What follows belongs to an exercise in optimizing a design on an open flow for small area, a short achievable clock period and few clock cycles per item; a production flow would make more cautious choices. RTL that was checked went through simulation tests only; none was proved equivalent to the original. No activity file was given, so power comes from the tool's default toggle rates.

== job 3731 ==
==> flow/design.v <==
module muldiv_seq #(
    parameter int XLEN = 64
) (
    input  logic            clk,
    input  logic            reset,
    input  logic            start_i,
    input  logic [3:0]      op_i,
    input  logic [XLEN-1:0] a_i,
    input  logic [XLEN-1:0] b_i,
    input  logic            flush_i,
    input  logic            ack_i,
    output logic            busy_o,
    output logic            stall_o,
    output logic            done_o,
    output logic [XLEN-1:0] result_o,
    output logic [1:0]      dbg_state_o
);
    logic busy_q, done_q;
    logic ph_mul_q, ph_prep_q, ph_div_q, ph_fix_q;
    logic w_q, rem_q, sa_q, sb_q, negres_q;
    logic b1one_q, b1two_q, b1neg_q, b2one_q, b2two_q, b2neg_q;
    logic cx_q, asel_y_q, aselz_q, ainv_q;
    logic [6:0]  jd_q;
    logic [5:0]  cnt_q, sh;
    logic [64:0] r_q;    
    logic [64:0] x_q;    
    logic [63:0] y_q;    
    function automatic logic [64:0] wsext(input logic w, input logic [64:0] v);
        wsext = w ? {{33{v[31]}}, v[31:0]} : v;
    endfunction
    function automatic logic [6:0] lzc64(input logic [63:0] v);
        logic [31:0][1:0] c1;
        logic [15:0][2:0] c2;
        logic [7:0][3:0]  c3;
        logic [3:0][4:0]  c4;
        logic [1:0][5:0]  c5;
        for (int i = 0; i < 32; i++)
            c1[i] = v[2*i+1] ? 2'd0 : (v[2*i] ? 2'd1 : 2'd2);
        for (int i = 0; i < 16; i++)
            c2[i] = c1[2*i+1][1] ? {c1[2*i][1], ~c1[2*i][1], c1[2*i][0]}
                                 : {1'b0, c1[2*i+1]};
        for (int i = 0; i < 8; i++)
            c3[i] = c2[2*i+1][2] ? {c2[2*i][2], ~c2[2*i][2], c2[2*i][1:0]}
                                 : {1'b0, c2[2*i+1]};
        for (int i = 0; i < 4; i++)
            c4[i] = c3[2*i+1][3] ? {c3[2*i][3], ~c3[2*i][3], c3[2*i][2:0]}
                                 : {1'b0, c3[2*i+1]};
        for (int i = 0; i < 2; i++)
            c5[i] = c4[2*i+1][4] ? {c4[2*i][4], ~c4[2*i][4], c4[2*i][3:0]}
                                 : {1'b0, c4[2*i+1]};
        lzc64 = c5[1][5] ? {c5[0][5], ~c5[0][5], c5[0][4:0]} : {1'b0, c5[1]};
    endfunction
    function automatic logic [2:0] booth(input logic hi, input logic lo, input logic prev);
        booth = {lo ^ prev,
                 (hi & ~lo & ~prev) | (~hi & lo & prev),
                 hi & ~(lo & prev)};
    endfunction
    logic accept, working;
    logic d_mul, d_w, d_sgn, d_rem, d_legal, d_sx;
    logic [63:0] a_ext, b_ext, ymul, xmul;
    logic [6:0]  ca, cb, cbr;
    logic [7:0]  jdiff;
    logic        swap, d_sa, d_sb, d_bzero, d_early;
    logic [7:0]  ga, gb, ta, tb, tas;
    logic [2:0]  d_bt1, d_bt2;
    always_comb begin
        accept  = !busy_q && start_i && !flush_i;
        working = busy_q && !done_q;
        d_mul   = (op_i == 4'd0) || (op_i == 4'd1);
        d_w     = (op_i == 4'd1) || (op_i == 4'd6) || (op_i == 4'd7) ||
                  (op_i == 4'd8) || (op_i == 4'd9);
        d_sgn   = (op_i == 4'd2) || (op_i == 4'd4) || (op_i == 4'd6) || (op_i == 4'd8);
        d_rem   = (op_i == 4'd4) || (op_i == 4'd5) || (op_i == 4'd8) || (op_i == 4'd9);
        d_legal = (op_i <= 4'd9);
        d_sx    = d_sgn || d_mul;
        a_ext   = d_w ? {{32{d_sx & a_i[31]}}, a_i[31:0]} : a_i;
        b_ext   = d_w ? {{32{d_sx & b_i[31]}}, b_i[31:0]} : b_i;
        d_sa    = d_sgn & a_ext[63];
        d_sb    = d_sgn & b_ext[63];
        ca    = lzc64(a_ext ^ {64{d_sx & a_ext[63]}});
        cbr   = lzc64(b_ext ^ {64{d_sx & b_ext[63]}});
        cb    = cbr[6] ? 7'd63 : cbr;
        for (int k = 0; k < 8; k++) begin
            ga[k] = (a_ext[8*k +: 8] == {8{d_sx & a_ext[63]}});
            gb[k] = (b_ext[8*k +: 8] == {8{d_sx & b_ext[63]}});
        end
        ta[7] = ga[7];
        tb[7] = gb[7];
        for (int k = 6; k >= 0; k--) begin
            ta[k] = ta[k+1] & ga[k];
            tb[k] = tb[k+1] & gb[k];
        end
        swap  = |(tb & ~ta);
        jdiff   = {2'b00, cb[5:0]} + {7'd0, d_sa} - {1'b0, ca};
        d_bzero = (b_ext == 64'd0);
        tas[0] = ta[0] & ~d_sa;
        for (int k = 1; k < 8; k++)
            tas[k] = ta[k] & (~d_sa | a_ext[8*k-1]);
        d_early = |(tas & ~tb) | d_bzero;
        ymul  = (d_mul && swap) ? b_ext : a_ext;
        xmul  = swap ? a_ext : b_ext;
        d_bt1 = booth(ymul[1], ymul[0], 1'b0);
        d_bt2 = booth(ymul[3], ymul[2], ymul[1]);
    end
    logic [65:0] op_a, sel1, sel2, op1, op2, cs_s, cs_c, sum;
    logic [65:0] x66;
    always_comb begin
        x66  = {x_q[64], x_q};
        op_a = (aselz_q ? 66'd0 : (asel_y_q ? {2'b00, y_q} : {r_q[64], r_q}))
               ^ {66{ainv_q}};
        sel1 = b1one_q ? x66 : (b1two_q ? {x66[64:0], 1'b0} : 66'd0);
        sel2 = b2one_q ? {x66[63:0], 2'b00} : (b2two_q ? {x66[62:0], 3'b000} : 66'd0);
        op1  = sel1 ^ {66{b1neg_q}};
        op2  = sel2 ^ {66{b2neg_q}};
        cs_s = op_a ^ op1 ^ op2;
        cs_c = {((op_a & op1) | (op_a & op2) | (op1 & op2)), b1neg_q};
        sum  = cs_s + cs_c[65:0] + {65'd0, b2neg_q | cx_q};
    end
    logic mul_last, div_last, rneg, wfin;
    logic [2:0] n_bt1, n_bt2;
    always_comb begin
        mul_last = (&y_q[63:3]) | ~(|y_q[63:3]);
        div_last = (cnt_q == 6'd0);
        rneg     = sum[64];
        n_bt1    = booth(y_q[5], y_q[4], y_q[3]);
        n_bt2    = booth(y_q[7], y_q[6], y_q[5]);
        sh       = jd_q[6] ? 6'd0 : jd_q[5:0];
        wfin     = w_q & (ph_fix_q | (ph_mul_q & mul_last) | (ph_div_q & rem_q & div_last));
    end
    always_ff @(posedge clk) begin
        if (!reset) begin
            busy_q    <= 1'b0;
            done_q    <= 1'b0;
            ph_mul_q  <= 1'b0;
            ph_prep_q <= 1'b0;
            ph_div_q  <= 1'b0;
            ph_fix_q  <= 1'b0;
        end else if (accept) begin
            busy_q    <= 1'b1;
            done_q    <= !d_legal;
            ph_mul_q  <= d_legal && d_mul;
            ph_prep_q <= d_legal && !d_mul && !d_early;
            ph_div_q  <= 1'b0;
            ph_fix_q  <= d_legal && !d_mul && d_early;
        end else if (working && flush_i) begin
            busy_q    <= 1'b0;
            ph_mul_q  <= 1'b0;
            ph_prep_q <= 1'b0;
            ph_div_q  <= 1'b0;
            ph_fix_q  <= 1'b0;
        end else if (done_q) begin
            if (ack_i || flush_i) begin
                busy_q <= 1'b0;
                done_q <= 1'b0;
            end
        end else begin
            if (ph_mul_q && mul_last) begin
                ph_mul_q <= 1'b0;
                done_q   <= 1'b1;
            end
            if (ph_prep_q) begin
                ph_prep_q <= 1'b0;
                ph_div_q  <= 1'b1;
            end
            if (ph_div_q && div_last) begin
                ph_div_q <= 1'b0;
                if (!rem_q || rneg || negres_q) ph_fix_q <= 1'b1;
                else done_q <= 1'b1;
            end
            if (ph_fix_q) begin
                ph_fix_q <= 1'b0;
                done_q   <= 1'b1;
            end
        end
    end
    always_ff @(posedge clk) begin
        if (accept) begin
            w_q      <= d_w;
            rem_q    <= d_rem;
            sa_q     <= d_sa;
            sb_q     <= d_sb;
            negres_q <= d_rem ? d_sa : (d_sa ^ d_sb);
            jd_q     <= d_mul ? 7'd4 : {jdiff[7], jdiff[5:0]};   
            r_q      <= 65'd0;
            x_q      <= d_mul ? {xmul[63], xmul} : {d_sb, b_ext};
            y_q      <= ymul;
            {b1one_q, b1two_q, b1neg_q} <= d_mul ? d_bt1 : 3'b000;
            {b2one_q, b2two_q, b2neg_q} <= d_mul ? d_bt2 : 3'b000;
            cx_q     <= !d_mul && !d_early && d_sa;
            ainv_q   <= !d_mul && (d_early ? (!d_rem && d_bzero) : d_sa);
            aselz_q  <= !d_mul && d_early && !d_rem;
            asel_y_q <= !d_mul;
        end else begin
            if (ph_mul_q)       y_q <= {{4{y_q[63]}}, y_q[63:4]};
            else if (ph_prep_q) y_q <= 64'd0;
            else                y_q <= {y_q[62:0], ~rneg};
        end
        if (!accept && working) begin
            r_q <= wsext(wfin, {sum[64] & ~ph_prep_q, sum[63:0]});
            if (ph_mul_q) begin
                x_q <= x_q << sh;
                {b1one_q, b1two_q, b1neg_q} <= n_bt1;
                {b2one_q, b2two_q, b2neg_q} <= n_bt2;
            end
            if (ph_prep_q) begin
                asel_y_q <= 1'b0;
                x_q     <= x_q << sh;
                cnt_q   <= sh;
                b1one_q <= 1'b1;
                b1neg_q <= ~sb_q;
                cx_q    <= 1'b0;
                ainv_q  <= 1'b0;
            end
            if (ph_div_q) begin
                if (!div_last) begin
                    x_q     <= {x_q[64], x_q[64:1]};
                    cnt_q   <= cnt_q - 6'd1;
                    b1neg_q <= ~rneg ^ sb_q;
                end else begin
                    asel_y_q <= !rem_q;
                    ainv_q   <= negres_q;
                    cx_q     <= negres_q;
                    b1one_q  <= rem_q && rneg;
                    b1neg_q  <= rem_q && rneg && (negres_q ^ sb_q);
                end
            end
        end
    end
    always_comb begin
        busy_o      = busy_q;
        done_o      = done_q;
        stall_o     = accept || working;
        result_o    = r_q[63:0];
        dbg_state_o = {done_q, working};
    end
endmodule
clock: 7.0 ns
lec_check: 0
cap_margin: 20
core_margin: 2
core_utilization: 40
setup_slack_margin: 2.5
slew_margin: 20
run.sh (not shown) runs the stock make flow with config.mk's settings and CLKGATE_MAP_FILE= SYNTH_SCRIPT=/design/flow/synth_recipe.tcl, a recipe that flattens the netlist after the stock synthesis.
Job 3731: full flow OK, the timing, design-rule and antenna checks passed
The following lists how job 7574 was set up differently from job 3731:
--- a/flow/design.v
+++ b/flow/design.v
@@ -21,5 +21,7 @@
     logic b1one_q, b1two_q, b1neg_q, b2one_q, b2two_q, b2neg_q;
     logic cx_q, asel_y_q, aselz_q, ainv_q;
-    logic [6:0]  jd_q;
+    logic [6:0]  ca_q;
+    logic [5:0]  cb_q;
+    logic [7:0]  jd;
     logic [5:0]  cnt_q, sh;
     logic [64:0] r_q;    
@@ -60,5 +62,4 @@
     logic [63:0] a_ext, b_ext, ymul, xmul;
     logic [6:0]  ca, cb, cbr;
-    logic [7:0]  jdiff;
     logic        swap, d_sa, d_sb, d_bzero, d_early;
     logic [7:0]  ga, gb, ta, tb, tas;
@@ -92,5 +93,4 @@
         end
         swap  = |(tb & ~ta);
-        jdiff   = {2'b00, cb[5:0]} + {7'd0, d_sa} - {1'b0, ca};
         d_bzero = (b_ext == 64'd0);
         tas[0] = ta[0] & ~d_sa;
@@ -125,5 +125,6 @@
         n_bt1    = booth(y_q[5], y_q[4], y_q[3]);
         n_bt2    = booth(y_q[7], y_q[6], y_q[5]);
-        sh       = jd_q[6] ? 6'd0 : jd_q[5:0];
+        jd       = {2'b00, cb_q} + {7'd0, sa_q} - {1'b0, ca_q};
+        sh       = jd[7] ? 6'd0 : jd[5:0];
         wfin     = w_q & (ph_fix_q | (ph_mul_q & mul_last) | (ph_div_q & rem_q & div_last));
     end
@@ -181,5 +182,6 @@
             sb_q     <= d_sb;
             negres_q <= d_rem ? d_sa : (d_sa ^ d_sb);
-            jd_q     <= d_mul ? 7'd4 : {jdiff[7], jdiff[5:0]};   
+            ca_q     <= d_mul ? 7'd0 : ca;
+            cb_q     <= d_mul ? 6'd4 : cb[5:0];
             r_q      <= 65'd0;
             x_q      <= d_mul ? {xmul[63], xmul} : {d_sb, b_ext};
Results
Job 7574: done, clean on timing, DRC and antenna
Clock transition at the registers of the reported paths: job 7574 vs job 3731, no meaningful difference
Across both runs, depth of the most critical reg-to-reg path was lower for job 7574 than for job 3731.
Job 7574 vs job 3731 — amount of wire on met2 after detailed routing dropped by a little under 10%
Synthesized area in job 7574 vs job 3731: up 110 sq um
Job 7574 against job 3731; first-iteration DRC count is up by a little under 10%.
Compound-gate portion of the synthesized area was lower in the run labelled job 7574.
Looking at power across both flows, job 7574 is the stronger of the two, with job 3731 trailing.
Cmp job 3731 and job 7574 / design area / lower: job 7574
Job 7574 against job 3731: worst path required time saw a decrease, switching share of total power dropped 2.1 points.
Testbench counts of job 7574, summed over its fixed seeds: cycles 17,527, ops 1,920.
Only the layout flow was run in job 3731; the RTL was not checked for function there.

-- what the ideal ports hide --
No port has a modelled driver above. Below, the same layouts with a new extraction and two added sets of constraints.
Step 1 assumes that a clkbuf_16 drives the clock port and a buf_2 every other input.
Step 2 moves the port delays by t, midway between the first and last clock arrival at a register: inputs arrive t later, outputs are due t later. That takes back most of the time a late clock gives input paths.
a / b / c = ideal / step 1 / step 2; a / b = the first two.
run	t, ns	setup slack, ns	hold slack, ns
job 3731	0.637	1.510 / 1.466 / 0.829	0.575 / 0.575 / 0.575
job 7574	0.660	2.343 / 2.343 / 1.705	0.600 / 0.600 / 0.600
After both steps setup and hold are still met in every run listed. For job 3731, which loses most, drivers alone change the setup slack by -0.044 ns; drivers and shift together by -0.681 ns.
